Background: an optimization exercise with open tools, aiming at small area. Do not read the settings as production practice.
Function was checked by simulation only, so behaviour that the tests miss may differ from the original.
Power and IR drop assume default switching activity.

File: design/flow/config.mk
export PLATFORM = sky130hd
export DESIGN_NAME = regfile_top
export DESIGN_NICKNAME = regfile_top
export VERILOG_FILES = /design/flow/design.v
export SDC_FILE = /design/flow/constraint.sdc
export NUM_CORES = 4
export LEC_CHECK = 0
export CAP_MARGIN = 20
export CORE_MARGIN = 2
export CORE_UTILIZATION = 40
export SLEW_MARGIN = 20
File: design/flow/design.v
package regfile_pkg;
    localparam int unsigned XLEN_DEFAULT  = 32;
    localparam int unsigned NREGS_DEFAULT = 32;
    localparam int unsigned NRD_DEFAULT   = 2;
    localparam int unsigned NWR_DEFAULT   = 1;
    localparam int unsigned AW_DEFAULT    = $clog2(NREGS_DEFAULT);
    typedef logic [AW_DEFAULT-1:0]   reg_addr_t;
    typedef logic [XLEN_DEFAULT-1:0] reg_data_t;
    localparam int unsigned ZERO_REG = 0;
endpackage
module regfile_scoreboard
#(
    parameter int unsigned NREGS = regfile_pkg::NREGS_DEFAULT,
    parameter int unsigned NWR   = regfile_pkg::NWR_DEFAULT,
    localparam int unsigned AW   = $clog2(NREGS)
) (
    input  logic               clk,
    input  logic               rst,
    input  logic               set_en,
    input  logic [AW-1:0]      set_addr,
    input  logic [NWR-1:0]     clr_en,
    input  logic [NWR*AW-1:0]  clr_addr,
    output logic [NREGS-1:0]   busy_vec
);
    logic [NREGS-1:0] busy_q;
    logic [NREGS-1:0] busy_d;
    always_comb begin
        busy_d = busy_q;
        for (int unsigned w = 0; w < NWR; w++) begin
            if (clr_en[w]) begin
                busy_d[clr_addr[w*AW +: AW]] = 1'b0;
            end
        end
        if (set_en && (set_addr != AW'(regfile_pkg::ZERO_REG))) begin
            busy_d[set_addr] = 1'b1;
        end
        busy_d[regfile_pkg::ZERO_REG] = 1'b0;
    end
    always_ff @(posedge clk) begin
        if (rst) begin
            busy_q <= '0;
        end else begin
            busy_q <= busy_d;
        end
    end
    assign busy_vec = busy_q;
endmodule
module regfile_mp
#(
    parameter int unsigned XLEN  = regfile_pkg::XLEN_DEFAULT,
    parameter int unsigned NREGS = regfile_pkg::NREGS_DEFAULT,
    parameter int unsigned NRD   = regfile_pkg::NRD_DEFAULT,
    parameter int unsigned NWR   = regfile_pkg::NWR_DEFAULT,
    localparam int unsigned AW   = $clog2(NREGS)
) (
    input  logic                 clk,
    input  logic                 rst,
    input  logic [NRD-1:0]       rd_en,
    input  logic [NRD*AW-1:0]    rd_addr,
    output logic [NRD*XLEN-1:0]  rd_data,
    output logic [NRD-1:0]       rd_busy,
    input  logic [NWR-1:0]       wr_en,
    input  logic [NWR*AW-1:0]    wr_addr,
    input  logic [NWR*XLEN-1:0]  wr_data,
    input  logic                 rsv_en,
    input  logic [AW-1:0]        rsv_addr,
    output logic [NREGS-1:0]     busy_vec
);
    logic [XLEN-1:0]     mem_q [NREGS];
    logic [NWR-1:0]      wr_act;
    logic [AW-1:0]       rd_a [NRD];
    logic [XLEN-1:0]     rd_val [NRD];
    logic [NRD-1:0]      rd_bsy;
    logic [NRD*XLEN-1:0] rd_data_q;
    logic [NRD-1:0]      rd_busy_q;
    always_comb begin
        wr_act = '0;
        for (int unsigned w = 0; w < NWR; w++) begin
            wr_act[w] = wr_en[w] && (wr_addr[w*AW +: AW] != AW'(regfile_pkg::ZERO_REG));
        end
    end
    always_ff @(posedge clk) begin
        if (rst) begin
            for (int unsigned i = 0; i < NREGS; i++) begin
                mem_q[i] <= '0;
            end
        end else begin
            for (int unsigned w = 0; w < NWR; w++) begin
                if (wr_act[w]) begin
                    mem_q[wr_addr[w*AW +: AW]] <= wr_data[w*XLEN +: XLEN];
                end
            end
        end
    end
    regfile_scoreboard #(
        .NREGS (NREGS),
        .NWR   (NWR)
    ) u_scoreboard (
        .clk      (clk),
        .rst      (rst),
        .set_en   (rsv_en),
        .set_addr (rsv_addr),
        .clr_en   (wr_act),
        .clr_addr (wr_addr),
        .busy_vec (busy_vec)
    );
    always_comb begin
        for (int unsigned p = 0; p < NRD; p++) begin
            rd_a[p]   = rd_addr[p*AW +: AW];
            rd_val[p] = mem_q[rd_a[p]];
            rd_bsy[p] = busy_vec[rd_a[p]];
            if (rd_a[p] == AW'(regfile_pkg::ZERO_REG)) begin
                rd_val[p] = '0;
                rd_bsy[p] = 1'b0;
            end
        end
    end
    always_ff @(posedge clk) begin
        if (rst) begin
            rd_data_q <= '0;
            rd_busy_q <= '0;
        end else begin
            for (int unsigned p = 0; p < NRD; p++) begin
                if (rd_en[p]) begin
                    rd_data_q[p*XLEN +: XLEN] <= rd_val[p];
                    rd_busy_q[p]              <= rd_bsy[p];
                end
            end
        end
    end
    assign rd_data = rd_data_q;
    assign rd_busy = rd_busy_q;
endmodule
module regfile_top (
    input  logic          clk,
    input  logic          rst,
    input  logic [3:0]    rd_en,
    input  logic [19:0]   rd_addr,
    output logic [127:0]  rd_data,
    output logic [3:0]    rd_busy,
    input  logic [1:0]    wr_en,
    input  logic [9:0]    wr_addr,
    input  logic [63:0]   wr_data,
    input  logic          rsv_en,
    input  logic [4:0]    rsv_addr,
    output logic [31:0]   busy_vec
);
    regfile_mp #(
        .XLEN  (32),
        .NREGS (32),
        .NRD   (4),
        .NWR   (2)
    ) u_rf (
        .clk      (clk),
        .rst      (rst),
        .rd_en    (rd_en),
        .rd_addr  (rd_addr),
        .rd_data  (rd_data),
        .rd_busy  (rd_busy),
        .wr_en    (wr_en),
        .wr_addr  (wr_addr),
        .wr_data  (wr_data),
        .rsv_en   (rsv_en),
        .rsv_addr (rsv_addr),
        .busy_vec (busy_vec)
    );
endmodule
File: design/flow/run.sh
#!/bin/bash
# synth_recipe.tcl (not shown) runs the flow's synth.tcl, then flattens the netlist and writes it again
# the make line also repeats each setting of config.mk as NAME=value (left out here)
make -C /OpenROAD-flow-scripts/flow DESIGN_CONFIG=/design/flow/config.mk WORK_HOME=/design/flow/orfs CLKGATE_MAP_FILE= SYNTH_SCRIPT=/design/flow/synth_recipe.tcl finish
File: design/flow/constraint.sdc
create_clock -name core_clock -period 5.0 [get_ports {clk}]
set_input_delay 1.0000 -clock core_clock [delete_from_list [all_inputs] [get_ports {clk}]]
set_output_delay 1.0000 -clock core_clock [all_outputs]
set_load 0.01 [all_outputs]
==> results of run 1 <==
-- state kept, by name, indices dropped and copies added, names as in the netlist --
| signal | flops |
|---|---|
| u_rf.rd_data_q | 128 |
| u_rf.rd_busy_q | 4 |
| u_rf.mem_q | 1024 |
| u_rf.u_scoreboard.busy_q | 31 |
-- final cells by class --
class / count / area, um2
inverter: 27 / 101
multi-input combinational: 4967 / 46200
timing repair buffer: 663 / 6650
antenna: 31 / 77.6
tap: 2788 / 3490
clock inverter: 85 / 1030
fill: 18623 / 112000
sequential: 1187 / 34000
clock buffer: 180 / 3870
-- power groups by stage --
stage	Combinational, mW	Sequential, mW	Clock [mW]
floorplan	3.13	12.0	0
global placement	5.21	12.3	0
detailed placement	5.25	12.3	0
CTS	5.27	12.1	11.2
global route	5.56	12.2	11.6
finish	5.50	12.2	11.3
-- cells by family (layout without fill, tap and decap cells) --
| family | Yosys count | count (layout) | synth area share [%] |
|---|---|---|---|
| AO/OA/AOI/OAI | 1868 | 1868 | 16.7 |
| XOR/XNOR | 5 | 5 | 0.0525 |
| adder cells (fa/ha/maj) | 14 | 14 | 0.210 |
| buffers and inverters | 934 | 955 | 4.79 |
| flip-flops | 1187 | 1187 | 40.7 |
| multiplexers | 1483 | 1483 | 29.6 |
| other | 1 | 32 | 0.00449 |
| AND/OR/NAND/NOR | 1596 | 1596 | 7.94 |
-- routing by layer --
| metal | routed length (um) | track usage [%] | share of wire, % | up-vias |
|---|---|---|---|---|
| met5 | 197 | 0.115 | 0.045 | - |
| met3 | 74700 | 18.1 | 17 | 1959 |
| li1 | - | - | - | 28161 |
| met1 | 145000 | 49.0 | 33 | 36896 |
| met2 | 176000 | 54.6 | 40 | 8280 |
| met4 | 39800 | 31.0 | 9.1 | 24 |
-- through the flow --
| step | setup WS [ns] | instance area, um2 | instances |
|---|---|---|---|
| floorplan | 1.27 | 83500 | 7088 |
| detailed placement | 0.347 | 90400 | 9631 |
| finish | 1.09 | 95400 | 9928 |
| CTS | 1.19 | 95300 | 9896 |
| global route | 1.03 | 95300 | 9897 |
| global placement | 0.367 | 90400 | 9630 |
-- path summary, 6_finish.rpt --
path                           start                  to  slack, ns  cells past startpoint
hold reg to reg   u_rf.rd_data_q[77]  u_rf.rd_data_q[77]       0.49                      2
setup reg to reg    u_rf.mem_q[2][3]  u_rf.rd_data_q[67]       2.83                      4
setup / recovery          wr_addr[5]   u_rf.mem_q[4][19]       1.09                     10
hold / removal    u_rf.rd_data_q[77]  u_rf.rd_data_q[77]       0.49                      2
-- cells in the final DEF (no fill, tap or decap), drive strengths merged, types with 31 or more instances in the layout --
| master | n |
|---|---|
| o21ai | 525 |
| buf | 420 |
| inv | 36 |
| mux4 | 786 |
| edfxtp | 1024 |
| a22o | 738 |
| a32oi | 96 |
| mux2i | 693 |
| o221ai | 146 |
| or3 | 39 |
| nand3 | 44 |
| a21oi | 49 |
| clkbuf | 181 |
| dfxtp | 163 |
| o41a | 32 |
| nand2 | 1112 |
| diode | 31 |
| clkdlybuf4s50 | 242 |
| a22oi | 225 |
| clkinv | 51 |
| nor2b | 77 |
| nor2 | 249 |
-- worst max-delay path, delay by kind of cell --
family	cells	cell delay, ns
fa+ha+maj	2	0.47
buf+inv	3	1.33
simple gates	5	1.49
==> summary.md, run 1 <==
| Metric | Value |
|---|---|
| Final TNS setup | `0 ns` |
| Final Cycle Share | `about four fifths` |
| P_int | `approximately 20 mW` |
| Placed wire-length estimate | `269,000 um` |
| Minimum clock period | `between 3 and 4 ns` |
| Clk sinks | `1,187` |
| CORE AREA | `around 0.21 mm2` |
| Die H | `approximately 460 um` |
| Yosys top cell by area | `edfxtp_1` |
| Routed WL | `between 400,000 and 500,000 um` |
| Drt first pass iters | `9` |
| Number of synthesized flops with an enable pin | `around 1,000` |
| Syn_nets | `around 7,200` |
| Synth area leaders | `edfxtp_1 37%, mux4_2 21%, mux2i_1 8.3%, a22o_1 7.7%, nand2_1 5.0%` |
| Net Switching | `a little under 9 mW` |
| Top_reg_cell synth | `edfxtp_1` |
| CP most frequent cell | `ha_1` |
| Status | `timing/DRC/antenna clean` |
| # DRC | `0` |
| TritonCTS clock tree | `done` |
| Ys Warns | `4` |
| Routed vias | `around 75,000` |
| Rel. slew slack | `between 10% and 20%` |
| Syn Inst Count | `between 7,000 and 8,000` |
| Layout Utilization | `46.0%` |
| Post-synth ARST share | `0%` |
| GP Congestion | `about 0.99` |
| Vias per inst | `~7.6` |
| Clock Skews | `between 0.03 and 0.04 ns` |
| Sequential cell area fraction in the yosys report | `approximately 41%` |
| CP max-delay cell | `buf_4` |
| Die width | `about 460 um` |
| Largest fanout on the critical path | `32` |
| Initial antenna violation count | `35` |
| Final Hold Fails | `0` |
| HP Class | `register to register` |
| Gr usage total | `between 40% and 50%` |
| Post-CTS sizing | `0` |
| Clk pin slew, worst setup/hold paths | `around 0.060 ns` |
| Combinational Power Share | `a little under a fifth` |
| Post-CTS Setup Bufs | `0` |
| Number of I/O pins | `272` |
| Synthesized flop and latch total | `~1,200` |
| CP Launch Type | `input pin` |
| Share of cells above drive strength 1 | `22.4%` |
| Vias in the first global route | `roughly 70,000` |
| Max-cap viol count | `0` |
| Root Buffer | `clkbuf_16` |
| Later-pin clock latency in the skew report | `roughly 0.85 ns` |
| Maximum VDD drop | `roughly 0.37 mV` |
| Share of the synthesized area in the top cell type | `between 30% and 40%` |
| Max Clk Rate | `~260 MHz` |
| Leakage | `32.0 nW` |
| Power Dens Cells | `roughly 300 mW/mm2` |
| Post-synth cell types | `58` |
| Required time worst endpoint | `5.44 ns` |
| Power share of the sequential group | `a little over two fifths` |
| Longest Clk Path Bufs | `3` |
| Final Slew Violations | `0` |
| Hold slack | `0.494 ns` |
| Hold_buf cts | `0` |
| Critical path arrival | `4.34 ns` |
| Most common cell in the netlist | `nand2_1` |
| Nets | `slightly above 7,000` |
| Syn avg cell area | `around 12 um2` |
| CP max stage delay | `0.62 ns` |
| PortBufs | `between 200 and 300` |
| Power share of the clock group | `38.9%` |
| Routed WL per cell | `43.9 um` |
| Initial Utilization | `40.3%` |
| Row count | `167` |
| Pwr Total | `around 29 mW` |
| Slew @ Worst Pin | `between 1 and 1.5 ns` |
| Gr ovfl total | `0` |
| CP Capture Type | `register` |
| Endpoints failing setup | `0` |
| Crit-path cells | `clkdlybuf4s50_1 > inv_1 > ha_1 > nor3b_1 > ha_1 > nor3b_4 > nand2_2 > nor2_4 > or3_2 > buf_4` |
| Synthesized area | `around 0.083 mm2` |
| Synthesis-to-finish area growth | `14.3%` |
| First-pass GRT wire length | `about 590,000 um` |
| Setup CP Type | `input pin to register` |
| Num CTS Buffers | `142` |
| Die area | `between 0.2 and 0.25 mm2` |
| Htree depth | `4` |
| Sw Ratio | `slightly above 30%` |
| Detail Route Antenna Nets | `0` |
| RSZ-0062 raised after global routing | `false` |
| Largest net degree at the start of global routing | `103` |
| First DRT Iteration DRCs | `14,175` |
| Most frequent cells after synthesis | `1,108 x nand2_1, 1,024 x edfxtp_1, 786 x mux4_2, 738 x a22o_1, 693 x mux2i_1` |
==> run 2, diff against run 1 <==
==> design/flow/flow/run.sh (new file) <==
#!/bin/bash
# Standard ORFS layout (the standard.sh, unchanged synthesis) with:
#  - ports buffered with the smallest buffer instead of clkdlybuf4s50_1,
set -uo pipefail
bash standard.sh \
  'BUFFER_PORTS_ARGS=-buffer_cell sky130_fd_sc_hd__buf_1' \
  'CTS_ARGS=-sink_clustering_enable -repair_clock_nets -dont_use_dummy_load -buf_list sky130_fd_sc_hd__clkbuf_8 -sink_clustering_size 15 -sink_clustering_max_diameter 50' \
  finish > flow.log 2>&1
==> design/flow/standard.sh (new file) <==
#!/bin/bash
# synth_recipe.tcl (not shown) runs the flow's synth.tcl, then flattens the netlist and writes it again
# the make line also repeats each setting of config.mk as NAME=value (left out here)
make -C /OpenROAD-flow-scripts/flow DESIGN_CONFIG=/design/flow/config.mk WORK_HOME=/design/flow/orfs CLKGATE_MAP_FILE= SYNTH_SCRIPT=/design/flow/synth_recipe.tcl "${@:-finish}"
removed: design/flow/run.sh
==> run 2 against run 1 <==
Against the previous run: still clean; sequential power about the same; non-clock buffer count increased by 23; core utilization decreased by 2.0 points; register-to-register slack about the same; clock-buffer cell count decreased by 21; largest power group unchanged; highest routed layer unchanged.
==> summary.md, run 2 <==
| Metric | Value |
|---|---|
| Status | `timing/DRC/antenna clean` |
| Routed WL per cell | `43.8 um (-0.27%)` |
| Post-Synth Simple-Gate Area | `7.94% (unchanged)` |
| Top_reg_cell synth | `edfxtp_1` |
| CP Launch Type | `input pin` |
| Synth area leaders | `edfxtp_1 37%, mux4_2 21%, mux2i_1 8.3%, a22o_1 7.7%, nand2_1 5.0%` |
| CP most frequent cell | `ha_1` |
| Die area | `0.212 mm2 (unchanged)` |
| Ys Warns | `4 (unchanged)` |
| Layout Utilization | `44.0% (-2.0 points)` |
| Placed wire-length estimate | `271,000 um (+0.76%)` |
| Power Dens Cells | `265 mW/mm2 (-13%)` |
| CP max stage delay | `0.82 ns (+0.20 ns)` |
| PortBufs | `270 (unchanged)` |
| Post-CTS Setup Bufs | `0 (unchanged)` |
| GP Congestion | `0.992 (+0.12%)` |
| Largest net degree at the start of global routing | `81 (-21%)` |
| Setup CP Type | `input pin to register` |
| Endpoints failing setup | `0 (unchanged)` |
| Largest fanout on the critical path | `32 (unchanged)` |
| # DRC | `0 (unchanged)` |
| Number of flip-flops in the largest register | `1,024 (unchanged)` |
| Post-synth ARST share | `0% (unchanged)` |
| HP Class | `register to register` |
| Clk sinks | `1,187 (unchanged)` |
| Most common cell after layout, fill and taps aside | `nand2_1` |
| Synthesized area | `0.0835 mm2 (unchanged)` |
| Leakage | `30.3 nW (-5.6%)` |
| Final TNS setup | `0 ns (unchanged)` |
| Most common cell in the netlist | `nand2_1` |
| Num CTS Buffers | `159 (+12%)` |
| RR Endpoint | `u_rf.rd_data_q[3]` |
| Post-synthesis mux area share | `29.6% (unchanged)` |
| Syn Inst Count | `7,088 (unchanged)` |
| First DRT Iteration DRCs | `14,909 (+5.2%)` |
| CORE AREA | `0.207 mm2 (unchanged)` |
| Largest register by flop count | `u_rf.mem_q` |
| CP Capture Type | `register` |
| Sequential cell area fraction in the yosys report | `40.7% (unchanged)` |
| Most frequent cells after synthesis | `1,108 x nand2_1, 1,024 x edfxtp_1, 786 x mux4_2, 738 x a22o_1, 693 x mux2i_1` |
| Gr usage total | `39.6% (-0.49 points)` |
| Longest Clk Path Bufs | `3 (unchanged)` |
| Vias per inst | `7.65 (+0.90%)` |
| Max-cap viol count | `0 (unchanged)` |
| Nets | `7,150 (+0.56%)` |
| Root Buffer | `clkbuf_8` |
| Rel. slew slack | `12.3% (+2.0 points)` |
| Slew @ Worst Pin | `1.32 ns (-0.0299 ns)` |
| Htree depth | `4 (unchanged)` |
| Number of I/O pins | `272 (unchanged)` |
| TritonCTS clock tree | `done` |
| Share of cells above drive strength 1 | `21.8% (-0.55 points)` |
| Share of the synthesized area in the top cell type | `36.8% (unchanged)` |
| Reg2Reg Depth | `4 (unchanged)` |
| Syn_nets | `7,210 (unchanged)` |
| Vias in the first global route | `69,975 (-0.45%)` |
| Crit-path cells | `buf_1 > inv_1 > ha_1 > nor3b_1 > ha_1 > nor3b_4 > nand2_2 > nor2_4 > or3_2 > buf_4` |
| Initial antenna violation count | `28 (-20%)` |
| Crit. Startpoint | `wr_addr[5]` |
| Adder-cell share of the synthesized area | `0.210% (unchanged)` |
| Yosys top cell by area | `edfxtp_1` |
| Max Clk Rate | `274 MHz (+6.9%)` |
| Gr ovfl total | `0 (unchanged)` |
| Required time worst endpoint | `5.51 ns (+0.07 ns)` |
| Hold path depth | `2 (unchanged)` |
| Die H | `461 um (unchanged)` |
| Number of synthesized flops with an enable pin | `1,024 (unchanged)` |
| Complex-gate fraction of the synthesized area | `16.7% (unchanged)` |
| Post-CTS sizing | `0 (unchanged)` |
| Final Cycle Share | `73.1% (-5.1 points)` |
| CP max-delay cell | `buf_4` |
| Row count | `167 (unchanged)` |
| Final Slew Violations | `0 (unchanged)` |
| Routed WL | `430,000 um (-1.2%)` |
| Clock Skews | `0.113 ns (+0.0734 ns)` |
| Setup crit end | `u_rf.mem_q[10][15]` |
| Detail Route Antenna Nets | `0 (unchanged)` |
| Initial Utilization | `40.3% (unchanged)` |
| Die width | `461 um (unchanged)` |
| Later-pin clock latency in the skew report | `0.99 ns (+0.14 ns)` |
| Critical path arrival | `4.17 ns (-0.17 ns)` |
| First-pass GRT wire length | `578,000 um (-1.5%)` |
| Post-synth cell types | `58 (unchanged)` |
| Flop-to-flop setup slack | `2.83 ns (about the same)` |
| Drt first pass iters | `6 (-3)` |
| Xor/xnor share of the synthesized area | `0.0525% (unchanged)` |
| Final Hold Fails | `0 (unchanged)` |
| Most frequent cells in the layout | `1,108 x nand2_1, 1,024 x edfxtp_1, 786 x mux4_2, 738 x a22o_1, 693 x mux2i_1` |
| Largest family of logic cells by synthesized area | `multiplexers` |
| Maximum VDD drop | `0.289 mV (-21%)` |
| Syn avg cell area | `11.8 um2 (unchanged)` |
| RSZ-0062 raised after global routing | `false` |
| Minimum clock period | `3.65 ns (-0.253 ns)` |
| Biggest regs | `u_rf.mem_q: 1024 flops, u_rf.rd_data_q: 128 flops, u_rf.u_scoreboard.busy_q: 31 flops` |
| Clk pin slew, worst setup/hold paths | `0.06 ns (about the same)` |
| Synthesis-to-finish area growth | `9.33%` |
| Hold_buf cts | `0 (unchanged)` |
| Synthesized flop and latch total | `1,187 (unchanged)` |
| Routed vias | `75,292 (-0.037%)` |
| Worst reg2reg path startpoint | `u_rf.mem_q[0][3]` |
==> run 2: cell counts after synthesis <==
Identical to the previous run, type by type.
==> run 2: routing by layer <==
metal	part of all wire [%]	routed length [um]	vias up	GRT usage (%)
met3	17	74000	1867	17.5
met4	8.7	37500	28	27.9
met1	34	145000	37247	49.0
met5	0.048	207	-	0
met2	40	174000	8088	54.7
li1	-	-	28062	-
==> run 2: how the worst min path moves through the flow <==
stage                            start                      endpoint  slack [ns]
finish              u_rf.rd_data_q[79]            u_rf.rd_data_q[79]        0.50
global route        u_rf.rd_data_q[79]            u_rf.rd_data_q[79]        0.51
CTS                             rsv_en  u_rf.u_scoreboard.busy_q[24]        0.47
detailed placement  u_rf.rd_data_q[79]            u_rf.rd_data_q[79]        0.48
global placement    u_rf.rd_data_q[79]            u_rf.rd_data_q[79]        0.47
floorplan            u_rf.rd_data_q[0]             u_rf.rd_data_q[0]        0.51
==> run 2: where the power goes <==
part	switching [mW]	internal (mW)	leakage, nW
Clock	3.89	2.80	1.14
Combinational	3.22	2.09	18.0
Sequential	0.780	11.4	11.1
Total	7.89	16.3	30.3
==> run 2: layout make-up <==
type / count / area (um2)
Antenna cell: 22 / 55.1
Clock buffer: 159 / 2190
Fill cell: 19093 / 116000
Inverter: 27 / 101
Multi-Input combinational cell: 4967 / 46200
Sequential cell: 1187 / 34000
Tap cell: 2788 / 3490
Timing Repair Buffer: 686 / 5260
==> run 2: worst max-delay path, delay by kind of cell <==
family	cells	cell delay, ns
buffers and inverters	3	1.26
adder cells (fa/ha/maj)	2	0.56
AND/OR/NAND/NOR	5	1.21
==> run 2: through the flow <==
step	area [um2]	power [mW]	setup WS, ns	hold slack (ns)	std cells
2_1_floorplan	83500	15.1	1.27	0.513	7088
3_3_place_gp	89000	17.3	0.596	0.475	9655
3_5_place_dp	89000	17.4	0.622	0.475	9655
4_1_cts	91200	23.8	1.60	0.471	9814
5_1_grt	91200	24.5	1.40	0.513	9817
6_report	91300	24.2	1.35	0.497	9836
==> run 2: cell families after synthesis <==
logic type	count (synthesis)
compound gates	1868
other cells	1
fa+ha+maj	14
simple gates	1596
flops	1187
xor+xnor	5
buf+inv	934
mux	1483
==> run 3, diff against run 2 <==
--- a/design/flow/config.mk
+++ b/design/flow/config.mk
@@ -8,4 +8,4 @@
 export CAP_MARGIN = 20
 export CORE_MARGIN = 2
-export CORE_UTILIZATION = 40
+export CORE_UTILIZATION = 50
 export SLEW_MARGIN = 20
==> run 3 against run 2 <==
Against the previous run: register-to-register slack barely moved; maximum frequency barely moved; hold slack got worse by 0.0026 ns; flip-flop and latch count did not move; clock skew fell by 0.024 ns; sequential power barely moved; clock power fell by 2%; via count rose by 0.12%; routed wire length fell by 1.6%; sequential share of layout area rose by 0.14 points; critical endpoint is now u_rf.mem_q[0][2]; largest power group unchanged.
==> summary.md, run 3 <==
| Metric | Value |
|---|---|
| Htree depth | `4 (unchanged)` |
| Yosys top cell by area | `edfxtp_1` |
| Final Cycle Share | `73.0% (about the same)` |
| CP Launch Type | `input pin` |
| Synthesized area | `0.0835 mm2 (unchanged)` |
| Rel. slew slack | `11.9% (-0.38 points)` |
| Vias in the first global route | `70,004 (+0.041%)` |
| Routed vias | `75,386 (+0.12%)` |
| Post-CTS Setup Bufs | `0 (unchanged)` |
| Largest register by flop count | `u_rf.mem_q` |
| Most frequent cells in the layout | `1,108 x nand2_1, 1,024 x edfxtp_1, 786 x mux4_2, 738 x a22o_1, 693 x mux2i_1` |
| Final TNS setup | `0 ns (unchanged)` |
| Syn_nets | `7,210 (unchanged)` |
| Maximum VDD drop | `0.291 mV (+0.59%)` |
| Ys Warns | `4 (unchanged)` |
| TritonCTS clock tree | `done` |
| Post-synth cell types | `58 (unchanged)` |
| GP Congestion | `1.02 (+2.3%)` |
| Syn avg cell area | `11.8 um2 (unchanged)` |
| Final Slew Violations | `0 (unchanged)` |
| Placed wire-length estimate | `262,000 um (-3.2%)` |
| Initial antenna violation count | `24 (-14%)` |
| CP Capture Type | `register` |
| Nets | `7,163 (+0.18%)` |
| Synth area leaders | `edfxtp_1 37%, mux4_2 21%, mux2i_1 8.3%, a22o_1 7.7%, nand2_1 5.0%` |
| Number of I/O pins | `272 (unchanged)` |
| Drt first pass iters | `10 (+4)` |
| Vias per inst | `8.15 (+6.5%)` |
| Later-pin clock latency in the skew report | `0.99 ns (about the same)` |
| Biggest regs | `u_rf.mem_q: 1024 flops, u_rf.rd_data_q: 128 flops, u_rf.u_scoreboard.busy_q: 31 flops` |
| Die width | `413 um (-10%)` |
| Hold_buf cts | `0 (unchanged)` |
| Share of cells above drive strength 1 | `22.0% (+0.17 points)` |
| Die H | `413 um (-10%)` |
| Routed WL | `423,000 um (-1.6%)` |
| Num CTS Buffers | `154 (-3.1%)` |
| GR Layer Usage met2 | `65.4% (+11 points)` |
| Share of the synthesized area in the top cell type | `36.8% (unchanged)` |
| Crit. Startpoint | `wr_addr[1]` |
| Met1 Usage GRT | `60.5% (+12 points)` |
| Endpoints failing setup | `0 (unchanged)` |
| Power Dens Cells | `264 mW/mm2 (-0.18%)` |
| First-pass GRT wire length | `573,000 um (-0.87%)` |
| Initial Utilization | `50.5% (+10 points)` |
| Most common cell in the netlist | `nand2_1` |
| Clock Skews | `0.0881 ns (-0.0244 ns)` |
| Gr usage total | `49.0% (+9.4 points)` |
| Most common cell after layout, fill and taps aside | `nand2_1` |
| Post-CTS sizing | `0 (unchanged)` |
| Gr ovfl total | `0 (unchanged)` |
| Clk pin slew, worst setup/hold paths | `0.05 ns (about the same)` |
| Number of synthesized flops with an enable pin | `1,024 (unchanged)` |
| Routed WL per cell | `45.8 um (+4.7%)` |
| Max Clk Rate | `274 MHz (about the same)` |
| Number of flip-flops in the largest register | `1,024 (unchanged)` |
| Layout Utilization | `55.0% (+11 points)` |
| Minimum clock period | `3.65 ns (-0.00352 ns)` |
| Leakage | `30.4 nW (+0.60%)` |
| Clk sinks | `1,187 (unchanged)` |
| Min-delay src | `u_rf.rd_data_q[32]` |
| Largest fanout on the critical path | `17 (-47%)` |
| Syn Inst Count | `7,088 (unchanged)` |
| Longest Clk Path Bufs | `3 (unchanged)` |
| Worst reg2reg path startpoint | `u_rf.mem_q[2][13]` |
| Setup CP Type | `input pin to register` |
| Hold slack | `0.495 ns (-0.00257 ns)` |
| Detail Route Antenna Nets | `0 (unchanged)` |
| Sequential cell area fraction in the yosys report | `40.7% (unchanged)` |
| Met3 Use GR | `24.3% (+6.9 points)` |
| Die area | `0.170 mm2 (-20%)` |
| Most used routing layer | `met2` |
| # DRC | `0 (unchanged)` |
| Root Buffer | `clkbuf_8` |
| Slew @ Worst Pin | `1.32 ns (+0.00262 ns)` |
| Max-cap viol count | `0 (unchanged)` |
| Largest net degree at the start of global routing | `82 (+1.2%)` |
| HP Class | `register to register` |
| Synthesized flop and latch total | `1,187 (unchanged)` |
| First DRT Iteration DRCs | `14,359 (-3.7%)` |
| RSZ-0062 raised after global routing | `false` |
| PortBufs | `270 (unchanged)` |
| Row count | `149 (-11%)` |
| Top_reg_cell synth | `edfxtp_1` |
| Status | `timing/DRC/antenna clean` |
| Post-synth ARST share | `0% (unchanged)` |
| Most frequent cells after synthesis | `1,108 x nand2_1, 1,024 x edfxtp_1, 786 x mux4_2, 738 x a22o_1, 693 x mux2i_1` |
| Required time worst endpoint | `5.81 ns (+0.30 ns)` |
| CORE AREA | `0.165 mm2 (-20%)` |
| Synthesis-to-finish area growth | `8.93%` |
| Final Hold Fails | `0 (unchanged)` |
| Critical path arrival | `4.46 ns (+0.29 ns)` |
## run 3: cell counts after synthesis
Identical to the previous run, type by type.
## run 3: layout make-up
| class | instances | area [um2] |
|---|---|---|
| diodes | 19 | 47.5 |
| inverters | 27 | 101 |
| multi-input cells | 4967 | 46200 |
| well taps | 2189 | 2740 |
| flip-flops and latches | 1187 | 34000 |
| clock buffers | 154 | 2120 |
| fillers | 13924 | 74400 |
| repair buffers | 704 | 5750 |
## run 3: through the flow
stage / instances / cell area (um2) / setup slack (ns) / total power [mW]
floorplan: 7088 / 83500 / 1.27 / 15.1
global placement: 9070 / 88700 / 0.678 / 17.3
detailed placement: 9070 / 88700 / 0.589 / 17.4
CTS: 9224 / 90800 / 1.59 / 23.6
global route: 9234 / 90900 / 1.24 / 24.3
finish: 9247 / 90900 / 1.35 / 24.0
## run 3: cell families (layout without fill, tap and decap cells)
family	after synthesis	in the layout	synth area share, %
buf+inv	934	885	4.79
fa+ha+maj	14	14	0.210
compound gates	1868	1868	16.7
simple gates	1596	1596	7.94
mux	1483	1483	29.6
flops	1187	1187	40.7
xor+xnor	5	5	0.0525
other cells	1	20	0.00449
## run 3: final timing paths
path | to | cells past startpoint | slack, ns
hold / removal | u_rf.rd_data_q[32] | 2 | 0.49
setup / recovery | u_rf.mem_q[0][2] | 11 | 1.35
setup reg to reg | u_rf.rd_data_q[45] | 4 | 2.82
hold reg to reg | u_rf.rd_data_q[32] | 2 | 0.49
## run 3: routing by layer
layer | up-vias | routed length, um
met2 | 8203 | 168000
met3 | 2033 | 77100
li1 | 28092 | -
met5 | - | 330
met1 | 37022 | 139000
met4 | 36 | 38400
## run 3: worst max-delay path, cell delays in order
cell     delay [ns]
buf_1          0.31
inv_1          0.15
ha_1           0.35
inv_1          0.20
nor3_1         0.07
ha_1           0.26
and2b_1        0.25
nand2_2        0.31
nor3_4         0.78
buf_4          0.55
a22o_1         0.21
## run 3: where the power goes
| group | switching (mW) | internal (mW) | total, mW |
|---|---|---|---|
| logic | 3.21 | 2.12 | 5.34 |
| registers | 0.764 | 11.4 | 12.2 |
| clock network | 3.83 | 2.72 | 6.55 |
==> run 4, diff against run 3 <==
==> design/flow/flow/run.sh (replaced) <==
#!/bin/bash
# Standard ORFS layout (the standard.sh, unchanged synthesis) with:
#  - ports buffered with the smallest buffer instead of clkdlybuf4s50_1,
#  - power recovery (downsizing of non-critical gates) in global routing.
# The make output goes to flow.log; ORFS writes each step's log under orfs/logs.
set -uo pipefail
bash standard.sh \
  'BUFFER_PORTS_ARGS=-buffer_cell sky130_fd_sc_hd__buf_1' \
  'CTS_ARGS=-sink_clustering_enable -repair_clock_nets -dont_use_dummy_load -buf_list sky130_fd_sc_hd__clkbuf_8 -sink_clustering_size 15 -sink_clustering_max_diameter 50' \
  RECOVER_POWER=100 \
  finish > flow.log 2>&1
--- a/design/flow/config.mk
+++ b/design/flow/config.mk
@@ -6,6 +6,6 @@
 export NUM_CORES = 4
 export LEC_CHECK = 0
-export CAP_MARGIN = 20
+export CAP_MARGIN = 0
 export CORE_MARGIN = 2
-export CORE_UTILIZATION = 50
-export SLEW_MARGIN = 20
+export CORE_UTILIZATION = 40
+export SLEW_MARGIN = 0
==> run 4 against run 3 <==
Against the previous run: now fails the layout checks on capacitance limit, slew limit; routed wire length rose by 1.6%; final cell count up 6.4%; sequential power about the same; critical path depth fell by 4; core utilization fell by 11 points; cell area shrank 0.34%; combinational power decreased by 1%; register-to-register slack about the same; sequential share of layout area is 0.13 points higher; hold slack improved by 0.0029 ns; area after synthesis unchanged; worst setup slack got worse by 0.93 ns; critical path type unchanged.
==> summary.md, run 4 <==
| Metric | Value |
|---|---|
| Status | `finished with violations` |
| SO Faults | `capacitance limit, slew limit` |
| Minimum clock period | `4.58 ns (+0.926 ns)` |
| Post-synth cell types | `58 (unchanged)` |
| Synthesized flop and latch total | `1,187 (unchanged)` |
| Number of synthesized flops with an enable pin | `1,024 (unchanged)` |
| Largest register by flop count | `u_rf.mem_q` |
| Largest fanout on the critical path | `33 (+16)` |
| Largest net degree at the start of global routing | `81 (-1.2%)` |
| Syn_nets | `7,210 (unchanged)` |
| Sequential cell area fraction in the yosys report | `40.7% (unchanged)` |
| Most common cell in the netlist | `nand2_1` |
| CP Capture Type | `register` |
| Initial Utilization | `40.3% (-10 points)` |
| Routed WL | `430,000 um (+1.6%)` |
| First DRT Iteration DRCs | `15,356 (+6.9%)` |
| Syn Inst Count | `7,088 (unchanged)` |
| Pre-CTS WS | `0.622 ns (+0.0324 ns)` |
| Share of cells above drive strength 1 | `20.7% (-1.3 points)` |
| Endpoints failing setup | `0 (unchanged)` |
| Post-CTS sizing | `0 (unchanged)` |
| Leakage | `30.0 nW (-1.4%)` |
| Htree depth | `4 (unchanged)` |
| Power Dens Cells | `266 mW/mm2 (+0.78%)` |
| Final Slew Violations | `615 (+615)` |
| Max Clk Rate | `219 MHz (-20%)` |
| CP max-delay cell | `clkbuf_2` |
| Post-CTS Setup Bufs | `0 (unchanged)` |
| Worst reg2reg path startpoint | `u_rf.mem_q[0][3]` |
| Nets | `7,150 (-0.18%)` |
| Hold_buf cts | `0 (unchanged)` |
| Setup slack after layout | `0.424 ns (-0.926 ns)` |
| CP max stage delay | `1.47 ns (+0.69 ns)` |
| Post-synth ARST share | `0% (unchanged)` |
| Most frequent cells in the layout | `1,111 x nand2_1, 1,024 x edfxtp_1, 786 x mux4_2, 738 x a22o_1, 693 x mux2i_1` |
| PortBufs | `270 (unchanged)` |
| TritonCTS clock tree | `done` |
| Num CTS Buffers | `159 (+3.2%)` |
| Share of the synthesized area in the top cell type | `36.8% (unchanged)` |
| HP Class | `register to register` |
| CP Launch Type | `input pin` |
| Most frequent cells after synthesis | `1,108 x nand2_1, 1,024 x edfxtp_1, 786 x mux4_2, 738 x a22o_1, 693 x mux2i_1` |
| Slew @ Worst Pin | `2.46 ns (+1.14 ns)` |
| Crit. Startpoint | `rd_addr[10]` |
| Initial antenna violation count | `28 (+17%)` |
| CP most frequent cell | `clkbuf_2` |
| Root Buffer | `clkbuf_8` |
| Biggest regs | `u_rf.mem_q: 1024 flops, u_rf.rd_data_q: 128 flops, u_rf.u_scoreboard.busy_q: 31 flops` |
| RSZ-0062 raised after global routing | `false` |
| Layout Utilization | `43.7% (-11 points)` |
| Vias per inst | `7.65 (-6.2%)` |
| Detail Route Antenna Nets | `0 (unchanged)` |
| Final Hold Fails | `0 (unchanged)` |
| Yosys top cell by area | `edfxtp_1` |
| CP Buf/Inv Count | `3 (-1)` |
| Number of I/O pins | `272 (unchanged)` |
| Synthesis-to-finish area growth | `8.57%` |
| Crit-path cells | `clkbuf_2 > nor2_4 > clkbuf_2 > nand2_1 > nand3b_1 > clkbuf_2 > o221ai_1` |
| Drt first pass iters | `8 (-2)` |
| Ys Warns | `4 (unchanged)` |
| Setup CP Type | `input pin to register` |
| Max-cap viol count | `25 (+25)` |
| Clk pin slew, worst setup/hold paths | `0.08 ns (+0.03 ns)` |
| Gr usage total | `39.6% (-9.4 points)` |
| Clock Skews | `0.114 ns (+0.0263 ns)` |
| Synth area leaders | `edfxtp_1 37%, mux4_2 21%, mux2i_1 8.3%, a22o_1 7.7%, nand2_1 5.0%` |
| Rel. slew slack | `-64.1% (-76 points)` |
| Final TNS setup | `0 ns (unchanged)` |
| Die width | `461 um (+12%)` |
| Vias in the first global route | `69,975 (-0.041%)` |
| Row count | `167 (+12%)` |
| Die H | `461 um (+12%)` |
| GP Congestion | `0.992 (-2.3%)` |
| CORE AREA | `0.207 mm2 (+25%)` |
| Maximum VDD drop | `0.300 mV (+3.1%)` |
| Syn avg cell area | `11.8 um2 (unchanged)` |
| Routed vias | `75,278 (-0.14%)` |
| Most common cell after layout, fill and taps aside | `nand2_1` |
| Clk sinks | `1,187 (unchanged)` |
| Routed WL per cell | `43.7 um (-4.6%)` |
| Synthesized area | `0.0835 mm2 (unchanged)` |
| Placed wire-length estimate | `271,000 um (+3.3%)` |
| # DRC | `0 (unchanged)` |
| Later-pin clock latency in the skew report | `0.98 ns (about the same)` |
| First-pass GRT wire length | `578,000 um (+0.87%)` |
| Number of flip-flops in the largest register | `1,024 (unchanged)` |
| Critical path arrival | `5.27 ns (+0.81 ns)` |
| Longest Clk Path Bufs | `3 (unchanged)` |
| Min-delay src | `u_rf.rd_data_q[79]` |
| Top delay family on crit path | `buffers and inverters` |
| Required time worst endpoint | `5.69 ns (-0.12 ns)` |
| Top_reg_cell synth | `edfxtp_1` |
| Die area | `0.212 mm2 (+25%)` |
| Gr ovfl total | `0 (unchanged)` |
| Final Cycle Share | `91.5% (+19 points)` |
run 4: cell counts after synthesis:
No cell type changed its count.
run 4: tightest hold or removal path: cells and delay by family (launching register included):
| kind | cells | cell delay, ns |
|---|---|---|
| compound gates | 2 | 0.13 |
| flops | 1 | 0.33 |
run 4: area by class of cell:
class / instances / area [um2]
antenna: 28 / 70.1
clock buffer: 159 / 2190
fill: 19180 / 117000
inverter: 27 / 101
multi-input combinational: 4967 / 45900
sequential: 1187 / 34000
tap: 2788 / 3490
timing repair buffer: 686 / 4900
run 4: power breakdown:
group / internal (mW) / leakage, nW / total (mW) / switching [mW]
clock network: 2.80 / 1.14 / 6.69 / 3.89
registers: 11.4 / 11.1 / 12.2 / 0.781
logic: 2.07 / 17.8 / 5.28 / 3.20
run 4: stage by stage:
| stage | power, mW | cells | hold WS (ns) | instance area (um2) |
|---|---|---|---|---|
| finish | 24.1 | 9842 | 0.498 | 90600 |
| global route | 24.5 | 9818 | 0.513 | 90600 |
| CTS | 23.8 | 9814 | 0.471 | 91200 |
| detailed placement | 17.4 | 9655 | 0.475 | 89000 |
| global placement | 17.3 | 9655 | 0.475 | 89000 |
| floorplan | 15.1 | 7088 | 0.513 | 83500 |
run 4: logic make-up after synthesis:
group | after synthesis | synth area share (%)
xor+xnor | 5 | 0.0525
flops | 1187 | 40.7
mux | 1483 | 29.6
compound gates | 1868 | 16.7
fa+ha+maj | 14 | 0.210
buf+inv | 934 | 4.79
simple gates | 1596 | 7.94
other cells | 1 | 0.00449
run 4: metal layers:
| layer | GRT usage [%] | wire, um | up-vias |
|---|---|---|---|
| met5 | 0 | 179 | - |
| met1 | 49.0 | 145000 | 37239 |
| met2 | 54.7 | 175000 | 8098 |
| met3 | 17.5 | 73000 | 1868 |
| met4 | 27.9 | 36900 | 24 |
| li1 | - | - | 28049 |
run 4: final timing paths:
kind	to	slack, ns	cells after the start
worst max-delay path	u_rf.rd_data_q[90]	0.42	7
worst min-delay path	u_rf.rd_data_q[79]	0.50	2
worst max register to register	u_rf.rd_data_q[3]	2.82	4
worst min register to register	u_rf.rd_data_q[79]	0.50	2

-- re-timing with driven ports --
The results above use ideal ports. As a check the final layouts listed here were re-extracted and re-timed, cells and wires unchanged.
Step 1 (the two cells are an assumption about what drives the block):
set clk [get_ports {clk}]
set_driving_cell -lib_cell sky130_fd_sc_hd__clkbuf_16 $clk
set_driving_cell -lib_cell sky130_fd_sc_hd__buf_2 [delete_from_list [all_inputs] $clk]
Step 2 also shifts input and output timing later by t, the mid clock arrival at the registers, as if the neighbouring blocks saw the same clock.
a / b / c = ideal / step 1 / step 2; a / b = the first two.
| run | t (ns) | setup WS [ns] | worst setup path at the end | cell pins on the clock port's net |
|---|---|---|---|---|
| run 1 | 0.922 | 1.093 / 1.168 / 0.245 | input to register | 1 |
| run 2 | 1.040 | 1.347 / 1.340 / 0.299 | input to register | 1 |
| run 3 | 1.033 | 1.350 / 1.413 / 0.380 | input to register | 1 |
| run 4 | 1.036 | 0.424 / 0.498 / -0.538 | input to register | 1 |
For run 2, which loses most, drivers alone change the setup slack by -0.007 ns; drivers and shift together by -1.048 ns.
